What follows belongs to an exercise in optimizing a design on an open flow for small area; a production flow would make more cautious choices.
The RTL was checked by simulation tests, not by an equivalence proof against the original design.
No activity file was given, so power comes from the tool's default toggle rates.

## flow/config.mk

```make
export PLATFORM = sky130hd
export DESIGN_NAME = fp_mult_unit
export DESIGN_NICKNAME = fp_mult_unit
export VERILOG_FILES = /design/flow/design.v
export SDC_FILE = /design/flow/constraint.sdc
export NUM_CORES = 4
export LEC_CHECK = 0
export ABC_AREA = 1
export CAP_MARGIN = 20
export CORE_MARGIN = 2
export CORE_UTILIZATION = 40
export PLACE_DENSITY = 0.6
export SLEW_MARGIN = 20
```

## flow/constraint.sdc

```tcl
create_clock -name core_clock -period 12.0 [get_ports {clk}]
set_input_delay 2.4000 -clock core_clock [delete_from_list [all_inputs] [get_ports {clk}]]
set_output_delay 2.4000 -clock core_clock [all_outputs]
set_load 0.01 [all_outputs]
```

## flow/design.v

```verilog
package fp_pkg;
    localparam int unsigned FP_WIDTH   = 32;
    localparam int unsigned EXP_WIDTH  = 8;
    localparam int unsigned MAN_WIDTH  = 23;
    localparam int unsigned SIG_WIDTH  = MAN_WIDTH + 1;    
    localparam int unsigned RND_WIDTH  = SIG_WIDTH + 1;    
    localparam int unsigned PROD_WIDTH = 2 * SIG_WIDTH;
    localparam int unsigned EXPI_WIDTH = 10;               
    localparam int unsigned BIAS       = 127;
    localparam logic [FP_WIDTH-1:0] QNAN = 32'h7FC0_0000;
    typedef enum logic [1:0] {
        FP_ZERO,
        FP_NORM,
        FP_INF,
        FP_NAN
    } fp_class_e;
    typedef enum logic [2:0] {
        S_IDLE,
        S_UNPACK,
        S_MULT,
        S_NORM,
        S_PACK
    } state_e;
    typedef struct packed {
        logic                 sign;
        logic [EXP_WIDTH-1:0] exp;
        logic [SIG_WIDTH-1:0] man;
        fp_class_e            cls;
    } fp_unpacked_t;
endpackage
import fp_pkg::*;
module fp_classify
(
    input  logic [FP_WIDTH-1:0] op,
    output fp_pkg::fp_unpacked_t unp
);
    logic [EXP_WIDTH-1:0] exp_c;
    logic [MAN_WIDTH-1:0] frac_c;
    assign exp_c  = op[FP_WIDTH-2 -: EXP_WIDTH];
    assign frac_c = op[MAN_WIDTH-1:0];
    always_comb begin
        unp.sign = op[FP_WIDTH-1];
        unp.exp  = exp_c;
        unp.man  = {1'b1, frac_c};
        unp.cls  = FP_NORM;
        if (exp_c == '0) begin
            unp.cls = FP_ZERO;
            unp.man = '0;
        end else if (&exp_c) begin
            unp.cls = (frac_c != '0) ? FP_NAN : FP_INF;
        end
    end
endmodule
import fp_pkg::*;
module fp_mult_unit
(
    input  logic                clk,
    input  logic                rst_n,
    input  logic                clk_en,
    input  logic                start,
    input  logic [FP_WIDTH-1:0] dataa,
    input  logic [FP_WIDTH-1:0] datab,
    output logic [FP_WIDTH-1:0] result,
    output logic                done,
    output logic                busy
);
    localparam logic [4:0] C_LAST = 5'd23;
    localparam logic [4:0] C_PACK = 5'd26;
    logic                 busy_q, done_q;
    logic [4:0]           cnt_q;
    logic [MAN_WIDTH-1:0] mc_q;         
    logic [MAN_WIDTH-1:0] mp_q;         
    logic [SIG_WIDTH-1:0] acc_q;        
    logic                 g_q, r_q, st_q;   
    logic [8:0]           e_q;          
    logic                 s_q;          
    logic                 nan_q;
    logic [7:0] ea, eb;
    logic       a_z, b_z, a_ff, b_ff, a_fnz, b_fnz, nan_c;
    assign ea    = dataa[30:23];
    assign eb    = datab[30:23];
    assign a_z   = ~|ea;
    assign b_z   = ~|eb;
    assign a_ff  = &ea;
    assign b_ff  = &eb;
    assign a_fnz = |dataa[22:0];
    assign b_fnz = |datab[22:0];
    assign nan_c = (a_ff & a_fnz) | (b_ff & b_fnz) | (a_ff & b_z) | (a_z & b_ff);
    logic [8:0] esum;
    logic [8:0] ec;
    assign ec[0] = 1'b1;
    genvar k;
    generate
        for (k = 0; k < 8; k++) begin : g_eadd
            assign esum[k]  = ea[k] ^ eb[k] ^ ec[k];
            assign ec[k+1]  = (ea[k] & eb[k]) | (ec[k] & (ea[k] ^ eb[k]));
        end
    endgenerate
    assign esum[8] = ec[8];
    logic [8:0] eload;
    always_comb begin
        if (a_ff | b_ff)     eload = 9'h180;    
        else if (a_z | b_z)  eload = 9'h000;    
        else                 eload = esum;
    end
    logic accept, run, mul, last, norm, pack;
    assign accept = clk_en & start & (~busy_q | done_q);
    assign run    = clk_en & busy_q & ~done_q;
    assign mul    = (cnt_q <= C_LAST);
    assign last   = (cnt_q == C_LAST);
    assign norm   = (cnt_q[4:1] == 4'b1100) & acc_q[SIG_WIDTH-1];    
    assign pack   = (cnt_q == C_PACK);
    logic                 b_bit;
    logic                 p23, rbl, rnd, cin;
    logic [SIG_WIDTH-1:0] addend;
    logic [SIG_WIDTH:0]   t;
    logic [SIG_WIDTH:0]   c;
    assign b_bit  = last | mp_q[cnt_q];
    assign addend = (mul & b_bit) ? {1'b1, mc_q} : '0;
    assign p23    = acc_q[0] ^ mc_q[0];
    assign rbl    = g_q & (p23 | r_q | st_q);
    assign rnd    = g_q & ~r_q & (st_q | acc_q[0]);
    assign cin    = last ? rbl : (~mul & rnd);
    assign c[0] = cin;
    generate
        for (k = 0; k < SIG_WIDTH; k++) begin : g_add
            assign t[k]   = acc_q[k] ^ addend[k] ^ c[k];
            assign c[k+1] = (acc_q[k] & addend[k]) | (c[k] & (acc_q[k] ^ addend[k]));
        end
    endgenerate
    assign t[SIG_WIDTH] = c[SIG_WIDTH];
    logic step;         
    assign step = mul | norm;
    logic ovf, unf, clr;
    assign ovf = e_q[8] & (e_q[7] | (&e_q[6:0]));
    assign unf = ~e_q[8] & (~e_q[7] | ~|e_q[6:0]);
    assign clr = nan_q | ovf | unf;
    always_ff @(posedge clk or negedge rst_n) begin
        if (!rst_n) begin
            busy_q <= 1'b0;
            done_q <= 1'b0;
        end else if (clk_en) begin
            if (accept)      busy_q <= 1'b1;
            else if (done_q) busy_q <= 1'b0;
            done_q <= ~accept & run & pack;
        end
    end
    always_ff @(posedge clk) begin
        if (accept) begin
            cnt_q <= '0;
            mc_q  <= datab[22:0];
            mp_q  <= dataa[22:0];
            acc_q <= '0;
            g_q   <= 1'b0;
            r_q   <= 1'b0;
            st_q  <= 1'b0;
            e_q   <= eload;
            s_q   <= (dataa[31] ^ datab[31]) & ~nan_c;
            nan_q <= nan_c;
        end else if (run) begin
            cnt_q <= cnt_q + 5'd1;
            if (step) begin
                acc_q <= t[SIG_WIDTH:1];
                g_q   <= t[0];
                r_q   <= g_q;
                st_q  <= st_q | r_q;
            end else if (pack & clr) begin
                acc_q <= {2'b00, nan_q, 21'd0};
                g_q   <= 1'b0;
            end
            if (norm) e_q <= e_q + 9'd1;
        end
    end
    assign result = {s_q, (ovf | nan_q) ? 8'hFF : unf ? 8'h00 : {~e_q[7], e_q[6:0]},
                     acc_q[21:0], g_q};
    assign done   = done_q;
    assign busy   = busy_q;
endmodule
```

## flow/run.sh

```bash
#!/bin/bash
# synth_recipe.tcl (not shown) runs the flow's synth.tcl, then flattens the netlist and writes it again
# the make line also repeats each setting of config.mk as NAME=value (left out here)
make -C /OpenROAD-flow-scripts/flow DESIGN_CONFIG=/design/flow/config.mk WORK_HOME=/design/flow/orfs CLKGATE_MAP_FILE= SYNTH_SCRIPT=/design/flow/synth_recipe.tcl finish
```

==> run notes, run 1 <==
Dividing the detail-routed wire length by the instance count gives between 10 and 15 um. The all-layer global routing usage came out at about 16%. The slew at the pin closest to its max-slew limit came out at 0.877 ns. The sequential fraction of the synthesis area came out at 42.8%.

The cell-internal power came out at about 1000 uW. In this design, the critical path's most frequently occurring cell is sky130_fd_sc_hd__fa_1. The detailed router's first-iteration violation count is approximately 210. Input and output buffers added on the ports amount to slightly above 100.

The worst register-to-register path begins at cnt_q[0]. Cells with a size suffix above 1 make up under 10% of the layout. The number of nets in the synthesized netlist is between 700 and 800. The worst setup slack for register-to-register paths is ~0.58 ns.

The synthesis-to-layout area growth is 21.3%. Counting distinct cell types in the post-synthesis netlist gives 37. The sum of overflow across all layers after global routing is 0.

The dominant synthesized flop cell is sky130_fd_sc_hd__edfxtp_1. The CTS buffer count is 9. The H-tree was split into 3 levels. The critical path class is flip-flop to flip-flop. The total net switching power is a little over 700 uW.

The core region area came out at 13,800 um^2. VDD sags by at most approximately 0.18 mV. In the final timing run, aggregate negative setup slack is 0 ns. The path with the worst hold slack has its endpoint at st_q. The most common cell after layout, fill and taps aside is sky130_fd_sc_hd__nand2_1.

The worst setup path is launched from a flip-flop. The run finished with no timing, DRC or antenna violations. The count of vias placed by the detailed router came out at approximately 4,200.

The DRC violations left is 0. The post-route standard cell area excluding fillers came out at 6810 um^2. The cts-stage hold buffer count came out at 0.

The total of cells resized after clock tree synthesis came out at 0. The maximum number of pins on one net before global-route repair is 53. The endpoint identified for the worst register-to-register timing path is acc_q[22].

In this run the worst hold path is classified as flip-flop to flip-flop. TritonCTS built the clock tree. In the layout the commonest cells are sky130_fd_sc_hd__nand2_1, sky130_fd_sc_hd__inv_1, sky130_fd_sc_hd__clkdlybuf4s50_1. The global-route wire length before repair is 18.9 mm. After detailed routing, the number of vias per cell comes to around 4.7. The cell at the slowest stage of the critical path is sky130_fd_sc_hd__dfxtp_1. The share of the clock period used by the worst path is a little over nine tenths. The initial utilization of the core area, before any placement, comes to between 40% and 50%. The post-synthesis cell count is 657. The die area came out at 15,000 um^2. The highest attainable clock frequency came out at between 80 and 90 MHz. The count of endpoints failing hold in the final timing report is 0. The average size of a mapped cell is 8.55 um^2. The number of global-route vias before repair came out at about 4,100. The clock latency of the later-clocked register in the worst-skew pair is ~0.35 ns. For this run, asynchronously set or reset flops after synthesis account for 2.20%. The clock group share of total power came out at roughly 17%. The maximum buffer depth of the clock tree is 2. Counting tap cells, the placed design contains a total of between 800 and 900 instances. The HPWL reported at the end of detailed placement came out at ~8.6 mm. The share of total power dissipated in sequential elements is about 28%. The clock period minus worst slack is ~11 ns. The cell area after placement is 6510 um^2. Measured along the x axis, the die boundary spans roughly 120 um. The synthesized cell area is around 5600 um^2. The placer's final routability congestion estimate is roughly 0.85. The number of synthesized register bits came out at slightly above 90. Setup repair after global routing left no endpoint under its margin. In this run the tightest slew margin relative to its limit is 41.3%. For this design the static power due to leakage is roughly 0.0031 uW.

Clock tree synthesis found a total of between 90 and 100 sinks. The switching share of power is ~42%. The number of pins with negative max-slew slack in the final report is 0. The number of cells on the worst hold path came out at 2. The power density over cell area came out at around 250 nW/um^2. Combinational logic is responsible for between 50% and 60% of the overall power. The cell chosen for the clock root is sky130_fd_sc_hd__clkbuf_16. The count of pins on the block boundary is around 100.

The number of iterations in the first detailed-routing pass came out at 4. The post-layout net count is around 830. For this run, the number of Yosys warnings is 1. The final non-filler cell total came out at about 910. The largest fanout on the critical path is 15. Counting cells, the worst reg-to-reg path comes to 42. The number of setup buffers added after CTS came out at 0.

Row generation in the floorplan step produced 43 rows. Across the routed clock network, the largest skew measured is 0.00618 ns. The final setup violation count is 0. The arrival time at the worst endpoint came out at around 12 ns. The number of max-cap violations is 0.

The number of antenna violations at the first check in global routing came out at 0. STA puts the critical path data required time at between 10 and 15 ns. In this run the most critical hold path is launched from st_q. The clock slew seen by the registers of the worst setup and hold paths is 0.07 ns. The repair_antennas step left the layout with diodes totalling 0.

STA classifies the critical path endpoint as a flip-flop. In this run the remaining antenna-violating nets after routing total 0. On the worst path, the slowest cell contributes a delay of 0.60 ns. The routed wire length came out at roughly 11 mm.

The number of synthesized flops with an enable pin came out at between 50 and 60. The die is about 120 um tall.
## how the worst max path moves through the flow
stage | startpoint | end | slack (ns) | depth (start not counted)
final | cnt_q[0] | acc_q[22] | 0.58 | 42
after global routing | cnt_q[0] | acc_q[22] | 0.02 | 42
after CTS | cnt_q[0] | acc_q[22] | 0.64 | 42
after detailed placement | cnt_q[0] | acc_q[22] | 0.71 | 42
after global placement | cnt_q[0] | acc_q[22] | 0.82 | 42
after floorplan | cnt_q[0] | acc_q[22] | 1.40 | 43
## sequential cells by signal, indices dropped and copies added, names as in the netlist
name and flops:
acc_q 24, s_q 1, nan_q 1, mc_q 23, e_q 9, busy_q 1
cnt_q 5, g_q 1, done_q 1, st_q 1, r_q 1, mp_q 23
## synth_stat cells, drive strengths merged, types with 2 or more instances
master	instances	area share (%)
clkbuf	2	0.31
xor2	2	0.31
edfxtp	57	30
nand2	147	11
o21ai	26	2.4
nand3	46	4.3
o31ai	2	0.27
o22ai	5	0.56
inv	128	8.6
nor4	4	0.45
a21oi	37	3.4
nand4	12	1.3
nor2	64	4.4
dfrtp	2	0.89
or2	2	0.22
fa	31	11
dfxtp	32	11
ha	5	1.1
buf	45	6.5
nor3	4	0.76
## worst max-delay path: cells and delay by family (launching register included)
kind                       cells  cell delay (ns)
buffers and inverters          5             0.45
DFF                            1             0.60
and+or+nand+nor               12             0.76
adders and majority gates     24             9.37
AOI/OAI and AO/OA              1             0.11
## power by group through the flow
| stage | combinational, uW | clock [uW] | sequential (uW) |
|---|---|---|---|
| 2_1_floorplan | 807 | 0 | 457 |
| 3_3_place_gp | 923 | 0 | 478 |
| 3_5_place_dp | 952 | 0 | 480 |
| 4_1_cts | 955 | 296 | 473 |
| 5_1_grt | 1110 | 309 | 483 |
| 6_report | 942 | 288 | 472 |
## routing by layer
layer | routed length (um) | vias to the layer above | GRT usage [%]
li1 | - | 2182 | -
met1 | 4930 | 1956 | 19.5
met2 | 5660 | 98 | 28.6
met3 | 576 | 13 | 3.11
met4 | 214 | 0 | 6.82
met5 | 0 | - | 0
## final cells by class
cell class              instances  area (um^2)
clock buffers                   9          225
clock inverters                 7         76.3
fillers                      1337         6960
inverters                     128          480
multi-input cells             391         2350
flip-flops and latches         91         2400
well taps                     180          225
repair buffers                106         1050
## cells by family after synthesis
group / synth area share [%]
buf+inv: 15.3
compound gates: 6.84
xor+xnor: 0.468
fa+ha+maj: 12.2
flops: 42.8
simple gates: 22.4
## through the flow
stage	hold slack (ns)	worst slack (ns)	util, %	total power, uW
after floorplan	0.451	1.40	-	1260
after global placement	0.462	0.820	47.3	1400
after detailed placement	0.472	0.706	47.3	1430
after CTS	0.481	0.639	49.5	1720
after global routing	0.516	0.0165	49.5	1910
final	0.484	0.578	49.5	1700
==> run 2: changes to the inputs <==
--- a/flow/design.v
+++ b/flow/design.v
@@ -72,5 +72,6 @@
     logic [MAN_WIDTH-1:0] mp_q;         
     logic [SIG_WIDTH-1:0] acc_q;        
-    logic                 g_q, r_q, st_q;   
+    logic                 stx_q;        
+    logic                 g_q, r_q, st_q;
     logic [8:0]           e_q;          
     logic                 s_q;          
@@ -87,22 +88,26 @@
     assign b_fnz = |datab[22:0];
     assign nan_c = (a_ff & a_fnz) | (b_ff & b_fnz) | (a_ff & b_z) | (a_z & b_ff);
+    logic       accept;
+    logic [7:0] xa, xb;
     logic [8:0] esum;
     logic [8:0] ec;
+    assign xa    = accept ? ea : e_q[7:0];
+    assign xb    = accept ? eb : 8'd0;
     assign ec[0] = 1'b1;
     genvar k;
     generate
         for (k = 0; k < 8; k++) begin : g_eadd
-            assign esum[k]  = ea[k] ^ eb[k] ^ ec[k];
-            assign ec[k+1]  = (ea[k] & eb[k]) | (ec[k] & (ea[k] ^ eb[k]));
+            assign esum[k]  = xa[k] ^ xb[k] ^ ec[k];
+            assign ec[k+1]  = (xa[k] & xb[k]) | (ec[k] & (xa[k] ^ xb[k]));
         end
     endgenerate
-    assign esum[8] = ec[8];
+    assign esum[8] = (e_q[8] & ~accept) ^ ec[8];
     logic [8:0] eload;
     always_comb begin
-        if (a_ff | b_ff)     eload = 9'h180;    
-        else if (a_z | b_z)  eload = 9'h000;    
-        else                 eload = esum;
+        if (accept & (a_ff | b_ff))     eload = 9'h180;    
+        else if (accept & (a_z | b_z))  eload = 9'h000;    
+        else                            eload = esum;
     end
-    logic accept, run, mul, last, norm, pack;
+    logic run, mul, last, norm, pack;
     assign accept = clk_en & start & (~busy_q | done_q);
     assign run    = clk_en & busy_q & ~done_q;
@@ -116,5 +121,8 @@
     logic [SIG_WIDTH:0]   t;
     logic [SIG_WIDTH:0]   c;
-    assign b_bit  = last | mp_q[cnt_q];
+    assign g_q    = mp_q[MAN_WIDTH-1];
+    assign r_q    = mp_q[MAN_WIDTH-2];
+    assign st_q   = stx_q | (|mp_q[MAN_WIDTH-3:0]);
+    assign b_bit  = last | mp_q[0];
     assign addend = (mul & b_bit) ? {1'b1, mc_q} : '0;
     assign p23    = acc_q[0] ^ mc_q[0];
@@ -147,4 +155,5 @@
     end
     always_ff @(posedge clk) begin
+        if (accept) e_q <= eload;
         if (accept) begin
             cnt_q <= '0;
@@ -152,8 +161,5 @@
             mp_q  <= dataa[22:0];
             acc_q <= '0;
-            g_q   <= 1'b0;
-            r_q   <= 1'b0;
-            st_q  <= 1'b0;
-            e_q   <= eload;
+            stx_q <= 1'b0;
             s_q   <= (dataa[31] ^ datab[31]) & ~nan_c;
             nan_q <= nan_c;
@@ -162,12 +168,11 @@
             if (step) begin
                 acc_q <= t[SIG_WIDTH:1];
-                g_q   <= t[0];
-                r_q   <= g_q;
-                st_q  <= st_q | r_q;
+                mp_q  <= {t[0], mp_q[MAN_WIDTH-1:1]};
+                if (~mul | last) stx_q <= stx_q | mp_q[0];
             end else if (pack & clr) begin
                 acc_q <= {2'b00, nan_q, 21'd0};
-                g_q   <= 1'b0;
+                mp_q[MAN_WIDTH-1] <= 1'b0;
             end
-            if (norm) e_q <= e_q + 9'd1;
+            if (norm) e_q <= eload;
         end
     end
==> flow/flow/run.sh (new file) <==
#!/bin/bash
# Standard ORFS layout; port buffers use the smallest buffer cell.
set -euo pipefail
export BUFFER_PORTS_ARGS="-buffer_cell sky130_fd_sc_hd__buf_1"
bash standard.sh finish > make_finish.log 2>&1
==> flow/standard.sh (new file) <==
#!/bin/bash
# synth_recipe.tcl (not shown) runs the flow's synth.tcl, then flattens the netlist and writes it again
# the make line also repeats each setting of config.mk as NAME=value (left out here)
make -C /OpenROAD-flow-scripts/flow DESIGN_CONFIG=/design/flow/config.mk WORK_HOME=/design/flow/orfs CLKGATE_MAP_FILE= SYNTH_SCRIPT=/design/flow/synth_recipe.tcl "${@:-finish}"
--- a/flow/config.mk
+++ b/flow/config.mk
@@ -10,4 +10,5 @@
 export CORE_MARGIN = 2
 export CORE_UTILIZATION = 40
+export CTS_BUF_LIST = sky130_fd_sc_hd__clkbuf_8
 export PLACE_DENSITY = 0.6
 export SLEW_MARGIN = 20
removed: flow/run.sh
==> run notes, run 2 <==
The number of global-route vias before repair is 3,695 (was 4,103). The final-layout setup total negative slack came out at 0 ns (unchanged). The final core utilization is 45.1% (was 49.5%). RSZ-0062 raised after global routing: false (unchanged). The count of vias placed by the detailed router came out at 3,763 (was 4,249).

The remaining max-slew budget at the tightest pin is 39.5% (was 41.3%). The largest fanout on the critical path is 4 (was 15). The die outline height is 115 um (was 123 um).

The launch point of the worst hold path is stx_q (was st_q). The share of the synthesized area in the top cell type is 29.2% (was 30.5%). The count of input and output buffers came out at 101 (unchanged). The die area is 13,300 um^2 (was 15,000 um^2). The width of the die is 115 um (was 123 um).

The DRC violations left came to 0 (unchanged). The average size of a mapped cell came out at 8.97 um^2 (was 8.55 um^2). The origin of the critical flop-to-flop path is cnt_q[0] (unchanged). The pre-CTS setup slack came to 0.448 ns (was 0.706 ns). The maximum vdd drop came out at 0.0844 mV (was 0.175 mV). The cell at the slowest stage of the critical path is sky130_fd_sc_hd__fa_1 (was sky130_fd_sc_hd__dfxtp_1).

The number of flip-flops under the largest register name was 24 (unchanged). Biggest area contributors in the synthesized netlist: sky130_fd_sc_hd__edfxtp_1, sky130_fd_sc_hd__dfxtp_1, sky130_fd_sc_hd__nand2_1 (was sky130_fd_sc_hd__edfxtp_1, sky130_fd_sc_hd__dfxtp_1, sky130_fd_sc_hd__fa_1). Run status: complete, no violations (unchanged).

Most frequent cells in the layout: sky130_fd_sc_hd__nand2_1, sky130_fd_sc_hd__buf_1, sky130_fd_sc_hd__inv_1 (was sky130_fd_sc_hd__nand2_1, sky130_fd_sc_hd__inv_1, sky130_fd_sc_hd__clkdlybuf4s50_1). The cell area after placement is 5260 um^2 (was 6510 um^2). The number of iterations in the first detailed-routing pass is 4 (unchanged).

The number of max-cap violations came out at 0 (unchanged). Most numerous cell types in the synthesized netlist: sky130_fd_sc_hd__nand2_1, sky130_fd_sc_hd__inv_1, sky130_fd_sc_hd__edfxtp_1 (was sky130_fd_sc_hd__nand2_1, sky130_fd_sc_hd__inv_1, sky130_fd_sc_hd__nor2_1). The number of pins with negative max-slew slack in the final report was 0 (unchanged). The post-route standard cell area excluding fillers came out at 5410 um^2 (was 6810 um^2). The HPWL reported at the end of detailed placement is 7.90 mm (was 8.57 mm).

The startpoint type of the worst setup path is a flip-flop (unchanged). The post-synthesis cell count came out at 551 (was 657). The number of synthesized flops with an enable pin is 48 (was 57). The average wire per standard cell is 13.5 um (was 12.5 um).

The sum of overflow across all layers after global routing came to 0 (unchanged). The number of vias per cell came out at 4.84 (was 4.66). The most numerous cell in the Yosys netlist is sky130_fd_sc_hd__nand2_1 (unchanged). The share of the clock period used by the worst path is 95.3% (was 95.2%). The starting density of the core is 41.1% (was 40.8%). The element type at the critical path end is a flip-flop (unchanged).

The clock latency of the later-clocked register in the worst-skew pair is 0.36 ns (was 0.35 ns). The synthesis-to-layout area growth is 9.60% (was 21.3%). The cell chosen for the clock root is sky130_fd_sc_hd__clkbuf_8 (was sky130_fd_sc_hd__clkbuf_16).

The post-layout net count came out at 727 (was 831). The CTS buffer count is 9 (unchanged). The sequential fraction of the synthesis area is 46.0% (was 42.8%). The slew at the pin closest to its max-slew limit came to 0.906 ns (was 0.877 ns). The number of synthesized register bits was 89 (was 91). The most repeated library cell on the critical path is sky130_fd_sc_hd__fa_1 (unchanged).

The maximum cell stage delay along the critical path was 0.50 ns (was 0.60 ns). The maximum buffer depth of the clock tree came to 2 (unchanged). The final setup violation count came out at 0 (unchanged). The most common cell after layout, fill and taps aside is sky130_fd_sc_hd__nand2_1 (unchanged). The power density over cell area came out at 219 nW/um^2 (was 250 nW/um^2). The count of endpoints failing hold in the final timing report came out at 0 (unchanged). The core region area was 12,000 um^2 (was 13,800 um^2). The number of cell rows is 40 (was 43). The number of antenna violations at the first check in global routing is 0 (unchanged).

The fraction of layout instances using a drive strength above 1 came out at 5.24% (was 8.06%). The synthesized cell area came out at 4940 um^2 (was 5620 um^2). The clock slew seen by the registers of the worst setup and hold paths is 0.09 ns (was 0.07 ns). The number of fill cells in the layout is 1,214 (was 1,337).

The placer's final routability congestion estimate is 0.802 (was 0.853). The dominant synthesized flop cell was sky130_fd_sc_hd__edfxtp_1 (unchanged). Largest registers ranked by flip-flop count: acc_q (24), mc_q (23), mp_q (23) (unchanged). The worst clock skew on the final layout came out at 0.00780 ns (was 0.00618 ns).

The clock tree from TritonCTS is done (unchanged). The clock period minus worst slack came out at 11.43 ns (was 11.42 ns). The count of pins on the block boundary is 102 (unchanged).

The detailed router's first-iteration violation count is 176 (was 208). The all-layer global routing usage came out at 16.5% (was 16.3%). The total number of yosys warnings came to 1 (unchanged). The global-route wire length before repair came out at 17.2 mm (was 18.9 mm). The arrival time at the worst endpoint is 11.68 ns (was 11.66 ns).

The critical path data required time is 12.25 ns (was 12.24 ns). The highest attainable clock frequency is 87.5 MHz (was 87.6 MHz). The cts-stage hold buffer count came out at 0 (unchanged). The type of the most critical hold path is flip-flop to flip-flop (unchanged).

The H-tree depth came out at 3 (unchanged). The maximum number of pins on one net before global-route repair is 51 (was 53). The routed wire length came to 10.5 mm (was 11.4 mm). The cell accounting for the most synthesized area was sky130_fd_sc_hd__edfxtp_1 (unchanged). The leakage power came to 0.00213 uW (was 0.00313 uW). The CTS sink count is 89 (was 91). The number of antenna diodes is 0 (unchanged). The number of distinct library cells after synthesis is 37 (unchanged). The setup slack after layout came out at 0.570 ns (was 0.578 ns). The synthesized netlist net count came out at 653 (was 761). The remaining antenna violation count is 0 (unchanged). The share of synthesized flip-flops with an asynchronous set or reset is 2.25% (was 2.20%). The critical path class was flip-flop to flip-flop (unchanged). The start point of the critical path was cnt_q[0] (unchanged). The register with the most flip-flops is acc_q (unchanged).
## run 2: cell count changes after synthesis, sizes merged, moves of 9 or more
cell	change
a21oi	-29
inv	-68
nor2	-24
o21ai	+10
nand2	+22
buf	-10
nand3	-15
edfxtp	-9
## run 2: power breakdown
| part | leakage (uW) | internal (uW) | total (uW) | switching [uW] |
|---|---|---|---|---|
| sequential | 0.000800 | 447 | 523 | 76.5 |
| combinational | 0.00123 | 188 | 489 | 302 |
| clock | 0.0000926 | 72.0 | 175 | 103 |
| total | 0.00213 | 706 | 1190 | 481 |
## run 2: per-stage QoR
| stage | instances | hold slack, ns | power, uW |
|---|---|---|---|
| after floorplan | 551 | 0.430 | 931 |
| after global placement | 761 | 0.440 | 1010 |
| after detailed placement | 761 | 0.446 | 1030 |
| after CTS | 777 | 0.458 | 1200 |
| after global routing | 777 | 0.501 | 1310 |
| final | 777 | 0.461 | 1190 |
## run 2: timing repair
item	in CTS	in global routing
gates resized for setup	0	2
endpoints found under the setup margin	0	1
setup buffers	0	0
## run 2: path summary, 6_finish.rpt
path	slack, ns	to	depth (start not counted)
min in group asynchronous	1.81	busy_q	1
setup reg to reg	0.57	acc_q[22]	33
max in group asynchronous	10.06	busy_q	1
hold reg to reg	0.46	stx_q	2
setup / recovery	0.57	acc_q[22]	33
hold / removal	0.46	stx_q	2
## run 2: worst max-delay path, delay by kind of cell (launching register included)
family,cells,cell delay (ns)
buffers and inverters,3,0.28
and+or+nand+nor,2,0.26
adders and majority gates,25,10.09
xor gates and xnor gates,1,0.14
DFF,1,0.37
AOI/OAI and AO/OA,2,0.17
## run 2: final cells by class
cell class,instances,area [um^2],area share (%)
Timing Repair Buffer,104,402,7.42
Tap cell,147,184,3.40
Clock buffer,9,124,2.29
Multi-Input combinational cell,361,2170,40.1
Sequential cell,89,2270,42.0
Inverter,60,228,4.21
Clock inverter,7,33.8,0.624
## run 2: cell families (layout without fill, tap and decap cells)
family          after synthesis  in the layout  synth area share, %
flops                        89             89                 46.0
xor+xnor                      3              3                0.532
compound gates               60             60                 6.97
buf+inv                     101            180                 10.2
fa+ha+maj                    34             34                 13.3
simple gates                264            264                 23.0
## run 2: per-layer routing
metal | track usage, % | vias up | share of wire [%]
met5 | 0 | - | 0
met1 | 21.2 | 1748 | 46
met2 | 28.3 | 91 | 49
met4 | 4.74 | 0 | 0.78
li1 | - | 1913 | -
met3 | 3.43 | 11 | 4.5
==> run 3: changes to the inputs <==
==> flow/flow/run.sh (replaced) <==
#!/bin/bash
# Standard ORFS layout with two changes:
#  - synthesis maps logic with an area-only ABC script (flow/abc_area.script):
#    no timing-driven buffering or upsizing; the resizer repairs later steps;
#  - port buffers use the smallest buffer cell.
# Registers, power grid, taps and constraints are the standard flow's.
set -euo pipefail
W=$PWD
cat > "$W/my_synth.tcl" <<EOT
proc abc {args} {
  set i [lsearch -exact \$args -script]
  if {\$i >= 0} { lset args [expr {\$i + 1}] $W/flow/abc_area.script }
  yosys abc {*}\$args
}
source $W/synth_recipe.tcl
EOT
export BUFFER_PORTS_ARGS="-buffer_cell sky130_fd_sc_hd__buf_1"
bash standard.sh SYNTH_SCRIPT="$W/my_synth.tcl" finish > make_finish.log 2>&1
==> flow/flow/abc_area.script (new file) <==
strash
dc2
dch -f
amap
topo
==> run notes, run 3 <==
The xor/xnor share of the synthesized area is 0% (was 0.532%). The number of cell rows is 38 (was 40). The power density over cell area came to 236 nW/um^2 (was 219 nW/um^2). The count of pins on the block boundary is 102 (unchanged). The start point of the critical path is cnt_q[0] (unchanged). The remaining max-slew budget at the tightest pin is 37.2% (was 39.5%).

The die area came out at 12,200 um^2 (was 13,300 um^2). The synthesis-to-layout area growth is 13.9% (was 9.60%). The launch point of the worst hold path is stx_q (unchanged). The CTS buffer count is 9 (unchanged). The leakage power is 0.00169 uW (was 0.00213 uW). The average wire per standard cell came out at 15.9 um (was 13.5 um). The clock period minus worst slack is 11.44 ns (was 11.43 ns).

The global-route wire length before repair came out at 16.3 mm (was 17.2 mm). The number of cells traversed by the worst register-to-register path is 34 (was 33). The clock group share of total power came out at 17.3% (was 14.7%). The total net switching power is 470 uW (was 481 uW).

The arithmetic-cell share of the synthesized area counting full adders, half adders and majority gates came out at 14.5% (was 13.3%). The number of antenna violations at the first check in global routing is 0 (unchanged). The synthesized cell area is 4530 um^2 (was 4940 um^2).

The final non-filler cell total is 642 (was 777). The most numerous cell in the Yosys netlist is sky130_fd_sc_hd__clkinv_1 (was sky130_fd_sc_hd__nand2_1). The maximum buffer depth of the clock tree is 2 (unchanged).

The cell accounting for the most synthesized area is sky130_fd_sc_hd__edfxtp_1 (unchanged). The number of synthesized register bits is 89 (unchanged). The clock latency of the later-clocked register in the worst-skew pair is 0.37 ns (was 0.36 ns). The width of the die came out at 110 um (was 115 um). The arrival time at the worst endpoint was 11.67 ns (was 11.68 ns). The maximum number of pins on one net before global-route repair was 69 (was 51). The element type at the critical path end was a flip-flop (unchanged). The post-synthesis cell count is 405 (was 551).

The worst reg2reg path endpoint was acc_q[22] (unchanged). The critical path class is flip-flop to flip-flop (unchanged). The post-layout net count was 599 (was 727). The total number of yosys warnings came out at 1 (unchanged).

The fraction of the mapped netlist area in compound gates is 14.6% (was 6.97%). The number of pins with negative max-slew slack in the final report is 0 (unchanged). The slew at the pin closest to its max-slew limit is 0.940 ns (was 0.906 ns).

The critical path data required time was 12.23 ns (was 12.25 ns). The starting density of the core is 41.5% (was 41.1%). The number of synthesized flops with an enable pin came to 48 (unchanged).

The CTS sink count came out at 89 (unchanged). The worst clock skew on the final layout came to 0.0173 ns (was 0.00780 ns). The share of the synthesized area in the top cell type is 31.8% (was 29.2%). The DRC violations left came out at 0 (unchanged). The number of vias per cell is 5.32 (was 4.84). The fraction of layout instances using a drive strength above 1 came out at 5.38% (was 5.24%). The routed wire length came out at 10.2 mm (was 10.5 mm). The sum of overflow across all layers after global routing is 0 (unchanged).

The die outline height is 110 um (was 115 um). The all-layer global routing usage came to 16.9% (was 16.5%). The highest attainable clock frequency came out at 87.4 MHz (was 87.5 MHz).

The number of cells on the worst hold path came out at 2 (unchanged). The final setup violation count came out at 0 (unchanged). The cell at the slowest stage of the critical path is sky130_fd_sc_hd__fa_1 (unchanged).

The core region area is 10,900 um^2 (was 12,000 um^2). The number of global-route vias before repair came out at 3,345 (was 3,695). Most frequent cells in the layout: sky130_fd_sc_hd__buf_1, sky130_fd_sc_hd__clkinv_1, sky130_fd_sc_hd__edfxtp_1 (was sky130_fd_sc_hd__nand2_1, sky130_fd_sc_hd__buf_1, sky130_fd_sc_hd__inv_1). The HPWL reported at the end of detailed placement came out at 7.58 mm (was 7.90 mm).

The worst setup slack for register-to-register paths was 0.56 ns (was 0.57 ns). The startpoint type of the worst setup path is a flip-flop (unchanged). The number of distinct library cells after synthesis is 34 (was 37). The H-tree depth came out at 3 (unchanged).

The most common cell after layout, fill and taps aside is sky130_fd_sc_hd__buf_1 (was sky130_fd_sc_hd__nand2_1). The remaining antenna violation count came out at 0 (unchanged). RSZ-0062 raised after global routing: false (unchanged).

The dominant synthesized flop cell is sky130_fd_sc_hd__edfxtp_1 (unchanged). The maximum vdd drop was 0.0849 mV (was 0.0844 mV). The portion of netlist area occupied by mux cells was 0% (unchanged). Run status: complete, no violations (unchanged). The switching share of power came to 38.6% (was 40.5%). The maximum cell stage delay along the critical path is 0.51 ns (was 0.50 ns). The clock tree from TritonCTS is done (unchanged). The count of endpoints failing hold in the final timing report is 0 (unchanged). The number of max-cap violations came out at 0 (unchanged). The count of vias placed by the detailed router was 3,415 (was 3,763). The number of antenna diodes is 0 (unchanged). The detailed router's first-iteration violation count came out at 219 (was 176). The final hold slack came out at 0.463 ns (was 0.461 ns).

The sequential fraction of the synthesis area was 50.1% (was 46.0%). The number of placed cells counting well taps is 625 (was 761). The register with the most flip-flops was acc_q (unchanged). The origin of the critical flop-to-flop path was cnt_q[0] (unchanged). The sequential share of power came out at 42.9% (was 44.1%). The cell-internal power came out at 748 uW (was 706 uW). The share of synthesized flip-flops with an asynchronous set or reset is 2.25% (unchanged). The total power consumption of the routed design came to 1220 uW (was 1190 uW). The post-synthesis share of cell area spent on and, or, nand and nor gates came to 12.2% (was 23.0%). The share of the clock period used by the worst path was 95.3% (about the same). The number of flip-flops under the largest register name came out at 24 (unchanged). The most repeated library cell on the critical path was sky130_fd_sc_hd__fa_1 (unchanged). The relative contribution of combinational cells to total power is 39.8% (was 41.2%).

The placer's final routability congestion estimate came out at 0.839 (was 0.802). The average size of a mapped cell came out at 11.2 um^2 (was 8.97 um^2). The hold path endpoint was stx_q (unchanged).

The cell chosen for the clock root was sky130_fd_sc_hd__clkbuf_8 (unchanged). The count of input and output buffers came out at 101 (unchanged). The clock slew seen by the registers of the worst setup and hold paths came out at 0.09 ns (about the same). The main combinational cell family by area after synthesis is compound AO/OA/AOI/OAI gates (was simple AND/OR/NAND/NOR gates). The final-layout setup total negative slack came out at 0 ns (unchanged).

Most numerous cell types in the synthesized netlist: sky130_fd_sc_hd__clkinv_1, sky130_fd_sc_hd__edfxtp_1, sky130_fd_sc_hd__o22ai_1 (was sky130_fd_sc_hd__nand2_1, sky130_fd_sc_hd__inv_1, sky130_fd_sc_hd__edfxtp_1). The synthesized netlist net count came out at 507 (was 653). Largest registers ranked by flip-flop count: acc_q (24), mc_q (23), mp_q (23) (unchanged).

The number of iterations in the first detailed-routing pass was 4 (unchanged). The largest fanout on the critical path came out at 3 (was 4). The type of the most critical hold path was flip-flop to flip-flop (unchanged). Biggest area contributors in the synthesized netlist: sky130_fd_sc_hd__edfxtp_1, sky130_fd_sc_hd__dfxtp_1, sky130_fd_sc_hd__fa_1 (was sky130_fd_sc_hd__edfxtp_1, sky130_fd_sc_hd__dfxtp_1, sky130_fd_sc_hd__nand2_1).
## run 3: cell count changes in the layout (fill, tap and decap cells not counted), sizes merged, moves of 28 or more
cell | previous run | this run
inv | 63 | 6
o22ai | 12 | 40
clkinv | 3 | 54
nand3 | 31 | 3
nand2 | 169 | 25
nor2 | 40 | 12
## run 3: how the worst max path moves through the flow
stage | end | slack [ns] | cells after the start
3_5_place_dp | acc_q[22] | 0.25 | 34
3_3_place_gp | acc_q[22] | 0.46 | 34
2_1_floorplan | acc_q[22] | 0.30 | 34
4_1_cts | acc_q[22] | 0.20 | 34
5_1_grt | acc_q[22] | 0.01 | 34
6_report | acc_q[22] | 0.56 | 34
## run 3: timing repair
| action | in CTS | in global routing |
|---|---|---|
| gates resized for setup | 0 | 9 |
| setup endpoints to repair | 0 | 3 |
| setup buffers | 0 | 1 |
| hold buffers | 0 | 0 |
## run 3: cell type report
class | instances | area, um^2
Clock inverter | 7 | 76.3
Multi-Input combinational cell | 237 | 1900
Fill cell | 1056 | 5770
Timing Repair Buffer | 105 | 409
Clock buffer | 9 | 124
Sequential cell | 89 | 2270
Tap cell | 140 | 175
Inverter | 55 | 206
## run 3: per-stage QoR
stage          area, um^2  setup slack (ns)  utilization, %
2_1_floorplan        4530             0.297               -
4_1_cts              5130             0.205            46.9
3_5_place_dp         4930             0.247            45.1
5_1_grt              5160            0.0139            47.2
3_3_place_gp         4930             0.457            45.1
6_report             5160             0.561            47.2
## run 3: critical path, delay by kind of cell (launching register included)
kind	cells	cell delay (ns)
buf+inv	3	0.22
simple gates	4	0.62
fa+ha+maj	25	9.93
flops	1	0.37
compound gates	2	0.14
## run 3: logic make-up (layout without fill, tap and decap cells)
group,count (synthesis),in the layout
and+or+nand+nor,104,104
AOI/OAI and AO/OA,99,99
buffers and inverters,79,176
DFF,89,89
adders and majority gates,34,34
## run 3: power groups by stage
stage / clock network, uW / registers (uW) / logic [uW]
2_1_floorplan: 0 / 507 / 395
3_3_place_gp: 0 / 522 / 468
3_5_place_dp: 0 / 525 / 479
4_1_cts: 218 / 519 / 482
5_1_grt: 229 / 536 / 552
6_report: 211 / 522 / 485
## run 3: layer usage
layer / GRT usage (%) / vias to the layer above / part of all wire [%]
met4: 7.92 / 0 / 2.1
met5: 0 / - / 0
met1: 22.9 / 1641 / 46
met2: 26.3 / 112 / 46
met3: 3.02 / 16 / 5.6
li1: - / 1646 / -
==> run 4: changes to the inputs <==
--- a/flow/flow/run.sh
+++ b/flow/flow/run.sh
@@ -16,3 +16,4 @@
 EOT
 export BUFFER_PORTS_ARGS="-buffer_cell sky130_fd_sc_hd__buf_1"
+export CTS_ARGS="-sink_clustering_enable -repair_clock_nets -buf_list sky130_fd_sc_hd__clkbuf_8 -sink_clustering_size 24 -dont_use_dummy_load"
 bash standard.sh SYNTH_SCRIPT="$W/my_synth.tcl" finish > make_finish.log 2>&1
==> run notes, run 4 <==
The CTS sink count is 89 (unchanged). The arrival time at the worst endpoint is 11.69 ns (was 11.67 ns). The critical path class is flip-flop to flip-flop (unchanged). The core region area came out at 10,900 um^2 (unchanged).

The cell class contributing the biggest share of worst-path delay is adder cells (unchanged). The HPWL reported at the end of detailed placement came out at 7.58 mm (unchanged). The count of endpoints failing hold in the final timing report came out at 0 (unchanged). The post-route standard cell area excluding fillers is 5090 um^2 (was 5160 um^2). The CTS buffer count is 9 (unchanged).

The pre-CTS setup slack came out at 0.247 ns (unchanged). The average wire per standard cell came out at 16.0 um (was 15.9 um). The detailed router's first-iteration violation count was 215 (was 219). The number of antenna violations at the first check in global routing is 0 (unchanged).

The global-route wire length before repair is 16.3 mm (about the same). The routed wire length is 10.2 mm (about the same). The cell at the slowest stage of the critical path is sky130_fd_sc_hd__fa_1 (unchanged). The number of flip-flops under the largest register name is 24 (unchanged). The buffer and inverter count on the worst path came to 3 (unchanged).

The cts-stage hold buffer count came out at 0 (unchanged). Most numerous cell types in the synthesized netlist: sky130_fd_sc_hd__clkinv_1, sky130_fd_sc_hd__edfxtp_1, sky130_fd_sc_hd__o22ai_1 (unchanged). The number of cell rows came to 38 (unchanged). The power density over cell area came out at 229 nW/um^2 (was 236 nW/um^2). The largest fanout on the critical path is 3 (unchanged). The setup slack after layout was 0.530 ns (was 0.561 ns). The final setup violation count is 0 (unchanged). The number of distinct library cells after synthesis was 34 (unchanged). The dominant synthesized flop cell is sky130_fd_sc_hd__edfxtp_1 (unchanged).

Biggest area contributors in the synthesized netlist: sky130_fd_sc_hd__edfxtp_1, sky130_fd_sc_hd__dfxtp_1, sky130_fd_sc_hd__fa_1 (unchanged). Run status: complete, no violations (unchanged). The number of antenna diodes came out at 0 (unchanged). The synthesized cell area came out at 4530 um^2 (unchanged).

The most repeated library cell on the critical path was sky130_fd_sc_hd__fa_1 (unchanged). The number of max-cap violations came to 0 (unchanged). The number of pins with negative max-slew slack in the final report came to 0 (unchanged). The number of iterations in the first detailed-routing pass is 7 (was 4).

The register with the most flip-flops was acc_q (unchanged). The total power consumption of the routed design is 1170 uW (was 1220 uW). The clock latency of the later-clocked register in the worst-skew pair came out at 0.37 ns (about the same).

The placer's final routability congestion estimate is 0.839 (unchanged). The clock tree from TritonCTS is done (unchanged). The total number of yosys warnings came out at 1 (unchanged). The starting density of the core is 41.5% (unchanged). The most numerous cell in the Yosys netlist is sky130_fd_sc_hd__clkinv_1 (unchanged). The die area was 12,200 um^2 (unchanged). The die outline height came to 110 um (unchanged). The critical path data required time is 12.22 ns (was 12.23 ns). The remaining antenna violation count came to 0 (unchanged). The cell chosen for the clock root is sky130_fd_sc_hd__clkbuf_8 (unchanged). The cell area after placement came to 4930 um^2 (unchanged). The cell accounting for the most synthesized area was sky130_fd_sc_hd__edfxtp_1 (unchanged).

The count of input and output buffers came out at 101 (unchanged). The average size of a mapped cell came to 11.2 um^2 (unchanged). The worst clock skew on the final layout is 0.0320 ns (was 0.0173 ns).

The final core utilization came to 46.5% (was 47.2%). The post-synthesis cell count is 405 (unchanged). The share of synthesized flip-flops with an asynchronous set or reset is 2.25% (unchanged). The final non-filler cell total came out at 635 (was 642). The share of the clock period used by the worst path is 95.6% (was 95.3%). The number of synthesized flops with an enable pin was 48 (unchanged).

The slew at the pin closest to its max-slew limit was 0.927 ns (was 0.940 ns). The count of vias placed by the detailed router is 3,419 (was 3,415). The remaining max-slew budget at the tightest pin came out at 38.0% (was 37.2%). The sequential fraction of the synthesis area came to 50.1% (unchanged). The number of vias per cell came out at 5.38 (was 5.32). The maximum vdd drop is 0.0817 mV (was 0.0849 mV). The element type at the critical path end was a flip-flop (unchanged). The H-tree depth is 3 (unchanged). The clock period minus worst slack came to 11.47 ns (was 11.44 ns).

The share of the synthesized area in the top cell type is 31.8% (unchanged). The fraction of layout instances using a drive strength above 1 is 3.84% (was 5.38%). The most common cell after layout, fill and taps aside is sky130_fd_sc_hd__buf_1 (unchanged). Most frequent cells in the layout: sky130_fd_sc_hd__buf_1, sky130_fd_sc_hd__clkinv_1, sky130_fd_sc_hd__edfxtp_1 (unchanged). The synthesized netlist net count is 507 (unchanged).

The number of global-route vias before repair came out at 3,337 (was 3,345). The width of the die is 110 um (unchanged). The maximum cell stage delay along the critical path is 0.51 ns (about the same). The maximum buffer depth of the clock tree is 2 (unchanged).

The all-layer global routing usage is 16.8% (was 16.9%). The maximum number of pins on one net before global-route repair is 69 (unchanged). The DRC violations left is 0 (unchanged). The synthesis-to-layout area growth came out at 12.2% (was 13.9%). The clock slew seen by the registers of the worst setup and hold paths came out at 0.08 ns (was 0.09 ns). The number of placed cells counting well taps came out at 625 (unchanged). The post-layout net count is 599 (unchanged). Largest registers ranked by flip-flop count: acc_q (24), mc_q (23), mp_q (23) (unchanged). The highest attainable clock frequency is 87.2 MHz (was 87.4 MHz). The startpoint type of the worst setup path was a flip-flop (unchanged). The sum of overflow across all layers after global routing came to 0 (unchanged). The type of the most critical hold path is flip-flop to flip-flop (unchanged). The leakage power is 0.00165 uW (was 0.00169 uW).

The count of pins on the block boundary is 102 (unchanged). The number of synthesized register bits is 89 (unchanged).
run 4: through the flow:
step	hold slack, ns	TNS (ns)
3_3_place_gp	0.452	0
5_1_grt	0.507	-0.00605
4_1_cts	0.464	0
6_report	0.457	0
2_1_floorplan	0.425	0
3_5_place_dp	0.448	0
run 4: final cells by class:
cell class              count  area [um^2]
multi-input cells         237         1900
fillers                  1062         5850
well taps                 140          175
repair buffers            105          409
inverters                  55          206
flip-flops and latches     89         2270
clock buffers               9          124
run 4: worst register-to-register path, delay by kind of cell, from the launching register on:
| kind | cells | cell delay (ns) |
|---|---|---|
| AND/OR/NAND/NOR | 4 | 0.62 |
| flip-flops | 1 | 0.39 |
| buffers and inverters | 3 | 0.22 |
| adder cells (fa/ha/maj) | 25 | 9.96 |
| AO/OA/AOI/OAI | 2 | 0.14 |
run 4: path summary, 6_finish.rpt:
check / end / startpoint / slack (ns) / depth (start not counted)
setup / recovery: acc_q[22] / cnt_q[0] / 0.53 / 34
hold / removal: stx_q / stx_q / 0.46 / 2
setup reg to reg: acc_q[22] / cnt_q[0] / 0.53 / 34
hold reg to reg: stx_q / stx_q / 0.46 / 2
max in group asynchronous: done_q / rst_n / 10.06 / 1
min in group asynchronous: busy_q / rst_n / 1.81 / 1
run 4: timing repair:
item                                    4_1_cts  5_1_grt
endpoints found under the setup margin        0        3
buffers inserted                              0        1
gates resized for setup                       0        7
run 4: power breakdown:
group	internal, uW	switching, uW
logic	198	286
registers	452	69.5
clock network	67.2	93.0
run 4: per-layer routing:
layer	global-route usage (%)	part of all wire (%)	vias up
li1	-	-	1635
met1	22.9	45	1635
met2	26.3	47	134
met3	3.18	5.8	15
met4	7.42	1.8	0
met5	0	0	-
run 4: kinds of logic (layout without fill, tap and decap cells):
family	after synthesis	count (layout)	synth area share (%)
AND/OR/NAND/NOR	104	104	12.2
AO/OA/AOI/OAI	99	99	14.6
flip-flops	89	89	50.1
buffers and inverters	79	169	8.53
adder cells (fa/ha/maj)	34	34	14.5
==> run 5: changes to the inputs <==
--- a/flow/flow/run.sh
+++ b/flow/flow/run.sh
@@ -16,4 +16,4 @@
 EOT
 export BUFFER_PORTS_ARGS="-buffer_cell sky130_fd_sc_hd__buf_1"
-export CTS_ARGS="-sink_clustering_enable -repair_clock_nets -buf_list sky130_fd_sc_hd__clkbuf_8 -sink_clustering_size 24 -dont_use_dummy_load"
+export CTS_ARGS="-sink_clustering_enable -repair_clock_nets -buf_list sky130_fd_sc_hd__clkbuf_8 -dont_use_dummy_load"
 bash standard.sh SYNTH_SCRIPT="$W/my_synth.tcl" finish > make_finish.log 2>&1
--- a/flow/config.mk
+++ b/flow/config.mk
@@ -9,6 +9,6 @@
 export CAP_MARGIN = 20
 export CORE_MARGIN = 2
-export CORE_UTILIZATION = 40
+export CORE_UTILIZATION = 60
 export CTS_BUF_LIST = sky130_fd_sc_hd__clkbuf_8
-export PLACE_DENSITY = 0.6
+export PLACE_DENSITY = 0.75
 export SLEW_MARGIN = 20
==> run notes, run 5 <==
The routed wire length is 9.04 mm (was 10.2 mm). The synthesis-to-layout area growth came out at 11.0% (was 12.2%). The final-layout setup total negative slack came out at 0 ns (unchanged). The maximum vdd drop came out at 0.0976 mV (was 0.0817 mV). The number of pins with negative max-slew slack in the final report came out at 0 (unchanged). The number of antenna violations at the first check in global routing is 0 (unchanged). The count of pins on the block boundary is 102 (unchanged). The multi-input gate area in the final layout is 1890 um^2 (was 1900 um^2). The origin of the critical flop-to-flop path is cnt_q[0] (unchanged). The setup slack after layout is 0.593 ns (was 0.530 ns). The CTS sink count is 89 (unchanged). The DRC violations left was 0 (unchanged). The dominant synthesized flop cell is sky130_fd_sc_hd__edfxtp_1 (unchanged). Run status: complete, no violations (unchanged). The cell area after placement came out at 4880 um^2 (was 4930 um^2). The largest fanout on the critical path came out at 3 (unchanged). The post-layout net count is 599 (unchanged).

The number of antenna diodes came out at 0 (unchanged). The total number of yosys warnings came to 1 (unchanged). The count of vias placed by the detailed router is 3,399 (was 3,419). The count of input and output buffers came out at 101 (unchanged).

Most numerous cell types in the synthesized netlist: sky130_fd_sc_hd__clkinv_1, sky130_fd_sc_hd__edfxtp_1, sky130_fd_sc_hd__o22ai_1 (unchanged). The remaining antenna violation count came out at 0 (unchanged). The most common cell after layout, fill and taps aside is sky130_fd_sc_hd__buf_1 (unchanged). The starting density of the core came to 62.2% (was 41.5%). The number of iterations in the first detailed-routing pass is 4 (was 7).

The most numerous cell in the Yosys netlist was sky130_fd_sc_hd__clkinv_1 (unchanged). The synthesized cell area is 4530 um^2 (unchanged). The average size of a mapped cell came out at 11.2 um^2 (unchanged). The slew at the pin closest to its max-slew limit was 0.889 ns (was 0.927 ns). The sequential share of power came out at 45.5% (was 44.7%). The placer's final routability congestion estimate is 0.903 (was 0.839). The number of global-route vias before repair came out at 3,238 (was 3,337). The type of the most critical hold path was flip-flop to flip-flop (unchanged). The sum of overflow across all layers after global routing is 0 (unchanged). The synthesized netlist net count was 507 (unchanged). The remaining max-slew budget at the tightest pin came out at 40.6% (was 38.0%). The cell at the slowest stage of the critical path is sky130_fd_sc_hd__fa_1 (unchanged). The clock slew seen by the registers of the worst setup and hold paths is 0.07 ns (was 0.08 ns). The share of synthesized flip-flops with an asynchronous set or reset is 2.25% (unchanged). The maximum buffer depth of the clock tree is 2 (unchanged). The highest attainable clock frequency is 87.7 MHz (was 87.2 MHz). The pre-CTS setup slack came out at 0.321 ns (was 0.247 ns). The leakage power came out at 0.00165 uW (about the same). The critical path class was flip-flop to flip-flop (unchanged).

The number of distinct library cells after synthesis came to 34 (unchanged). The cts-stage hold buffer count is 0 (unchanged). The number of max-cap violations came out at 0 (unchanged). The sequential fraction of the synthesis area is 50.1% (unchanged).

The number of vias per cell is 5.72 (was 5.38). The fraction of layout instances using a drive strength above 1 came out at 3.64% (was 3.84%). The count of endpoints failing hold in the final timing report is 0 (unchanged). The total net switching power is 431 uW (was 448 uW).

The post-synthesis cell count is 405 (unchanged). The final core utilization came to 69.0% (was 46.5%). The worst clock skew on the final layout is 0.0216 ns (was 0.0320 ns).

The power density over cell area is 228 nW/um^2 (was 229 nW/um^2). The arrival time at the worst endpoint came out at 11.61 ns (was 11.69 ns). The register with the most flip-flops was acc_q (unchanged). The startpoint type of the worst setup path is a flip-flop (unchanged). The register area is 2270 um^2 (unchanged). The HPWL reported at the end of detailed placement came out at 6.85 mm (was 7.58 mm). The start point of the critical path is cnt_q[0] (unchanged). The die area is 8270 um^2 (was 12,200 um^2). The clock group share of total power came out at 13.8% (was 13.7%). The most repeated library cell on the critical path is sky130_fd_sc_hd__fa_1 (unchanged).

Largest registers ranked by flip-flop count: acc_q (24), mc_q (23), mp_q (23) (unchanged). The launch point of the worst hold path is stx_q (unchanged). The maximum number of pins on one net before global-route repair is 50 (was 69). The global-route wire length before repair came to 15.0 mm (was 16.3 mm).

The width of the die is 90.9 um (was 110 um). The die outline height was 90.9 um (was 110 um). The average wire per standard cell is 15.2 um (was 16.0 um). Biggest area contributors in the synthesized netlist: sky130_fd_sc_hd__edfxtp_1, sky130_fd_sc_hd__dfxtp_1, sky130_fd_sc_hd__fa_1 (unchanged). The element type at the critical path end is a flip-flop (unchanged).

The cell accounting for the most synthesized area is sky130_fd_sc_hd__edfxtp_1 (unchanged). The H-tree depth came out at 3 (unchanged). The core region area is 7290 um^2 (was 10,900 um^2). The detailed router's first-iteration violation count is 168 (was 215). The number of cell rows is 31 (was 38). The cell-internal power is 715 uW (was 717 uW). The relative contribution of combinational cells to total power is 40.7% (was 41.5%). The maximum cell stage delay along the critical path is 0.51 ns (about the same). The number of flip-flops under the largest register name is 24 (unchanged). The share of the clock period used by the worst path is 95.1% (was 95.6%). The clock latency of the later-clocked register in the worst-skew pair is 0.35 ns (was 0.37 ns).

The number of synthesized flops with an enable pin is 48 (unchanged). The post-route standard cell area excluding fillers came out at 5030 um^2 (was 5090 um^2). The number of synthesized register bits is 89 (unchanged). The final setup violation count is 0 (unchanged). The clock tree from TritonCTS is done (unchanged).

Most frequent cells in the layout: sky130_fd_sc_hd__buf_1, sky130_fd_sc_hd__clkinv_1, sky130_fd_sc_hd__edfxtp_1 (unchanged). The number of fill cells in the layout came to 599 (was 1,062). The cell chosen for the clock root is sky130_fd_sc_hd__clkbuf_8 (unchanged). The clock period minus worst slack is 11.41 ns (was 11.47 ns). The final hold slack is 0.463 ns (was 0.457 ns). The switching share of power was 37.6% (was 38.5%). The CTS buffer count came out at 9 (unchanged). The all-layer global routing usage was 22.8% (was 16.8%). The worst setup slack for register-to-register paths was 0.59 ns (was 0.53 ns).

The share of the synthesized area in the top cell type is 31.8% (unchanged). The critical path data required time came to 12.21 ns (was 12.22 ns).
## run 5: timing repair
action | in CTS | in global routing
buffers inserted | 0 | 1
gates resized for setup | 0 | 5
endpoints found under the setup margin | 0 | 3
## run 5: worst paths after layout
path                       depth (start not counted)        end
hold / removal                                     2      stx_q
hold reg to reg                                    2      stx_q
max in group asynchronous                          1     done_q
setup / recovery                                  34  acc_q[22]
setup reg to reg                                  34  acc_q[22]
min in group asynchronous                          1     busy_q
## run 5: power groups by stage
stage	logic, uW	registers, uW	clock network (uW)
floorplan	395	507	0
global placement	457	522	0
detailed placement	467	526	0
CTS	470	520	162
global route	540	535	173
finish	467	521	158
## run 5: metrics by stage
step / power, uW / cells
2_1_floorplan: 901 / 405
3_3_place_gp: 978 / 584
3_5_place_dp: 994 / 584
4_1_cts: 1150 / 593
5_1_grt: 1250 / 594
6_report: 1150 / 594
## run 5: cell families (layout without fill, tap and decap cells)
| logic type | after synthesis | in the layout | share of synthesized area (%) |
|---|---|---|---|
| buffers and inverters | 79 | 169 | 8.53 |
| AND/OR/NAND/NOR | 104 | 104 | 12.2 |
| AO/OA/AOI/OAI | 99 | 99 | 14.6 |
| adder cells (fa/ha/maj) | 34 | 34 | 14.5 |
| flip-flops | 89 | 89 | 50.1 |
## run 5: critical path: cells and delay by family, from the launching register on
| family | cells | cell delay, ns |
|---|---|---|
| fa+ha+maj | 25 | 9.90 |
| simple gates | 4 | 0.64 |
| buf+inv | 3 | 0.22 |
| flops | 1 | 0.36 |
| compound gates | 2 | 0.14 |
## run 5: layout make-up
cell class | count | area share, %
clock buffers | 9 | 2.46
flip-flops and latches | 89 | 45.2
well taps | 99 | 2.46
multi-input cells | 237 | 37.6
inverters | 55 | 4.10
repair buffers | 105 | 8.13
## run 5: per-layer routing
metal / part of all wire, % / vias up / wire [um] / global-route usage [%]
li1: - / 1646 / - / -
met5: 0 / - / 0 / 0
met2: 49 / 121 / 4440 / 36.4
met1: 44 / 1616 / 3960 / 31.4
met4: 1.7 / 0 / 151 / 7.70
met3: 5.3 / 16 / 481 / 4.76
==> run 6: changes to the inputs <==
--- a/flow/config.mk
+++ b/flow/config.mk
@@ -9,6 +9,6 @@
 export CAP_MARGIN = 20
 export CORE_MARGIN = 2
-export CORE_UTILIZATION = 60
+export CORE_UTILIZATION = 40
 export CTS_BUF_LIST = sky130_fd_sc_hd__clkbuf_8
-export PLACE_DENSITY = 0.75
+export PLACE_DENSITY = 0.6
 export SLEW_MARGIN = 20
==> run notes, run 6 <==
The routed wire length is 10.2 mm (was 9.04 mm). The width of the die is 110 um (was 90.9 um). The CTS buffer count was 9 (unchanged). The slew at the pin closest to its max-slew limit is 0.927 ns (was 0.889 ns). The synthesized cell area came out at 4530 um^2 (unchanged).

The dominant synthesized flop cell was sky130_fd_sc_hd__edfxtp_1 (unchanged). The number of cells traversed by the worst register-to-register path is 34 (unchanged). The number of synthesized register bits came out at 89 (unchanged). The worst clock skew on the final layout is 0.0320 ns (was 0.0216 ns). The die outline height came to 110 um (was 90.9 um). The register with the most flip-flops is acc_q (unchanged). The clock period minus worst slack is 11.47 ns (was 11.41 ns). The origin of the critical flop-to-flop path is cnt_q[0] (unchanged).

The share of the synthesized area in the top cell type came to 31.8% (unchanged). The number of antenna diodes is 0 (unchanged). The CTS sink count is 89 (unchanged).

The post-layout net count came to 599 (unchanged). The cell chosen for the clock root is sky130_fd_sc_hd__clkbuf_8 (unchanged). The worst reg2reg path endpoint is acc_q[22] (unchanged). The number of synthesized flops with an enable pin is 48 (unchanged). The highest attainable clock frequency is 87.2 MHz (was 87.7 MHz). The number of fill cells in the layout is 1,062 (was 599).

The most repeated library cell on the critical path was sky130_fd_sc_hd__fa_1 (unchanged). The global-route wire length before repair came out at 16.3 mm (was 15.0 mm). The H-tree depth came out at 3 (unchanged). The placer's final routability congestion estimate is 0.839 (was 0.903). The number of antenna violations at the first check in global routing is 0 (unchanged). The total number of yosys warnings came out at 1 (unchanged). Largest registers ranked by flip-flop count: acc_q (24), mc_q (23), mp_q (23) (unchanged). Most numerous cell types in the synthesized netlist: sky130_fd_sc_hd__clkinv_1, sky130_fd_sc_hd__edfxtp_1, sky130_fd_sc_hd__o22ai_1 (unchanged). The number of max-cap violations is 0 (unchanged). The startpoint type of the worst setup path is a flip-flop (unchanged).

The total power consumption of the routed design came out at 1170 uW (was 1150 uW). The number of cell rows came to 38 (was 31). The fraction of layout instances using a drive strength above 1 came out at 3.84% (was 3.64%).

Most frequent cells in the layout: sky130_fd_sc_hd__buf_1, sky130_fd_sc_hd__clkinv_1, sky130_fd_sc_hd__edfxtp_1 (unchanged). The most numerous cell in the Yosys netlist is sky130_fd_sc_hd__clkinv_1 (unchanged). The sum of overflow across all layers after global routing is 0 (unchanged).

The element type at the critical path end is a flip-flop (unchanged). The critical path data required time is 12.22 ns (was 12.21 ns). The start point of the critical path is cnt_q[0] (unchanged).

The remaining max-slew budget at the tightest pin is 38.0% (was 40.6%). The share of the clock period used by the worst path came out at 95.6% (was 95.1%). The number of iterations in the first detailed-routing pass is 7 (was 4). The final hold slack is 0.457 ns (was 0.463 ns). The cts-stage hold buffer count is 0 (unchanged). The maximum buffer depth of the clock tree was 2 (unchanged).

The count of pins on the block boundary is 102 (unchanged). The number of pins with negative max-slew slack in the final report is 0 (unchanged). The average size of a mapped cell came out at 11.2 um^2 (unchanged). The average wire per standard cell is 16.0 um (was 15.2 um). The DRC violations left came out at 0 (unchanged). The buffer and inverter count on the worst path came out at 3 (unchanged).

The cell at the slowest stage of the critical path was sky130_fd_sc_hd__fa_1 (unchanged). The arrival time at the worst endpoint came out at 11.69 ns (was 11.61 ns). The starting density of the core is 41.5% (was 62.2%). The share of synthesized flip-flops with an asynchronous set or reset is 2.25% (unchanged). The synthesis-to-layout area growth came out at 12.2% (was 11.0%). The maximum vdd drop came to 0.0817 mV (was 0.0976 mV).

The most common cell after layout, fill and taps aside was sky130_fd_sc_hd__buf_1 (unchanged). The HPWL reported at the end of detailed placement is 7.58 mm (was 6.85 mm). The final setup violation count came out at 0 (unchanged). The power density over cell area is 229 nW/um^2 (was 228 nW/um^2). The detailed router's first-iteration violation count is 215 (was 168). The cell accounting for the most synthesized area is sky130_fd_sc_hd__edfxtp_1 (unchanged). The clock slew seen by the registers of the worst setup and hold paths was 0.08 ns (was 0.07 ns).

The cell class contributing the biggest share of worst-path delay is adder cells (unchanged). The leakage power is 0.00165 uW (about the same). The number of distinct library cells after synthesis is 34 (unchanged).

The remaining antenna violation count came out at 0 (unchanged). The maximum cell stage delay along the critical path is 0.51 ns (about the same). The post-synthesis cell count came out at 405 (unchanged). The count of input and output buffers is 101 (unchanged). The type of the most critical hold path was flip-flop to flip-flop (unchanged).

The count of endpoints failing hold in the final timing report came to 0 (unchanged). The number of global-route vias before repair came to 3,337 (was 3,238). The worst setup slack for register-to-register paths came to 0.53 ns (was 0.59 ns). The die area came to 12,200 um^2 (was 8270 um^2). The critical path endpoint is acc_q[22] (unchanged). The core region area came out at 10,900 um^2 (was 7290 um^2). The all-layer global routing usage came to 16.8% (was 22.8%).

The post-route standard cell area excluding fillers is 5090 um^2 (was 5030 um^2). The number of vias per cell came out at 5.38 (was 5.72). The logic depth of the worst path, buffers included came out at 34 (unchanged). Biggest area contributors in the synthesized netlist: sky130_fd_sc_hd__edfxtp_1, sky130_fd_sc_hd__dfxtp_1, sky130_fd_sc_hd__fa_1 (unchanged). The synthesized netlist net count is 507 (unchanged). The critical path class is flip-flop to flip-flop (unchanged). The clock tree from TritonCTS was done (unchanged).

The count of vias placed by the detailed router is 3,419 (was 3,399). The number of flip-flops under the largest register name is 24 (unchanged). Run status: complete, no violations (unchanged).

The largest fanout on the critical path came to 3 (unchanged). The sequential fraction of the synthesis area is 50.1% (unchanged). The clock latency of the later-clocked register in the worst-skew pair is 0.37 ns (was 0.35 ns).

The cell area after placement was 4930 um^2 (was 4880 um^2). The maximum number of pins on one net before global-route repair is 69 (was 50).
==> run 6: cell types whose count changed in the layout (fill, tap and decap cells not counted) <==
cell | before | now
sky130_fd_sc_hd__clkinv_1 | 54 | 53
sky130_fd_sc_hd__inv_2 | 1 | 2
sky130_fd_sc_hd__nor3_2 | 1 | 0
sky130_fd_sc_hd__nor3_4 | 1 | 2
==> run 6: metrics by stage <==
step | util (%) | setup slack [ns] | TNS [ns] | instances
6_report | 46.5 | 0.530 | 0 | 635
5_1_grt | 46.5 | -0.00605 | -0.00605 | 635
4_1_cts | 46.2 | 0.192 | 0 | 634
3_5_place_dp | 45.1 | 0.247 | 0 | 625
3_3_place_gp | 45.1 | 0.457 | 0 | 625
2_1_floorplan | - | 0.297 | 0 | 405
==> run 6: worst min-delay path by stage <==
stage / slack, ns / endpoint / cells past startpoint / start
finish: 0.46 / stx_q / 2 / stx_q
global route: 0.51 / stx_q / 2 / stx_q
detailed placement: 0.45 / stx_q / 2 / stx_q
floorplan: 0.43 / stx_q / 2 / stx_q
global placement: 0.45 / stx_q / 2 / stx_q
CTS: 0.46 / stx_q / 2 / stx_q
==> run 6: routing by layer <==
metal | track usage, % | up-vias | routed length, um
li1 | - | 1635 | -
met1 | 22.9 | 1635 | 4610
met2 | 26.3 | 134 | 4770
met3 | 3.18 | 15 | 590
met4 | 7.42 | 0 | 187
met5 | 0 | - | 0
==> run 6: report_power, final <==
part / total (uW) / internal (uW) / switching, uW
combinational: 484 / 198 / 286
sequential: 521 / 452 / 69.5
clock: 160 / 67.2 / 93.0
==> run 6: cells by family after synthesis <==
family | after synthesis | synth area share (%)
fa+ha+maj | 34 | 14.5
compound gates | 99 | 14.6
flops | 89 | 50.1
buf+inv | 79 | 8.53
simple gates | 104 | 12.2
==> run 6: repair_timing <==
action                                  4_1_cts  5_1_grt
buffers inserted                              0        1
endpoints found under the hold margin         0        0
gates resized for setup                       0        7
endpoints found under the setup margin        0        3
==> run 6: final cells by class <==
class,count,area [um^2],area share (%)
Timing Repair Buffer,105,409,8.04
Tap cell,140,175,3.44
Multi-Input combinational cell,237,1900,37.3
Inverter,55,206,4.06
Sequential cell,89,2270,44.7
Clock buffer,9,124,2.43
==> run 6: tightest hold or removal path, cell delays in order, from the launching register on <==
cell and delay, ns:
sky130_fd_sc_hd__dfxtp_1 0.33, sky130_fd_sc_hd__nand2_1 0.04, sky130_fd_sc_hd__o21ai_0 0.05

==> what the ideal ports hide <==
The results above use ideal ports. As a check the final layouts listed here were re-extracted and re-timed, cells and wires unchanged. Step 1 (the two cells are an assumption about what drives the block):
set clk [get_ports {clk}]
set_driving_cell -lib_cell sky130_fd_sc_hd__clkbuf_16 $clk
set_driving_cell -lib_cell sky130_fd_sc_hd__buf_2 [delete_from_list [all_inputs] $clk]
Step 2 moves the port delays by t, midway between the first and last clock arrival at a register: inputs arrive t later, outputs are due t later. That takes back most of the time a late clock gives input paths. a / b / c = ideal ports / drivers / drivers and shift; a / b = the first two.
| run | t, ns | slack for setup (ns) | worst data-port slew with drivers (ns) |
|---|---|---|---|
| run 1 | 0.389 | 0.578 / 0.578 / 0.578 | 0.04 |
| run 2 | 0.385 | 0.570 / 0.570 / 0.570 | 0.05 |
| run 3 | 0.398 | 0.561 / 0.561 / 0.561 | 0.04 |
| run 4 | 0.387 | 0.530 / 0.530 / 0.530 | 0.04 |
| run 5 | 0.371 | 0.593 / 0.593 / 0.593 | 0.05 |
| run 6 | 0.387 | 0.530 / 0.530 / 0.530 | 0.04 |
After both steps setup and hold are still met in every run listed.
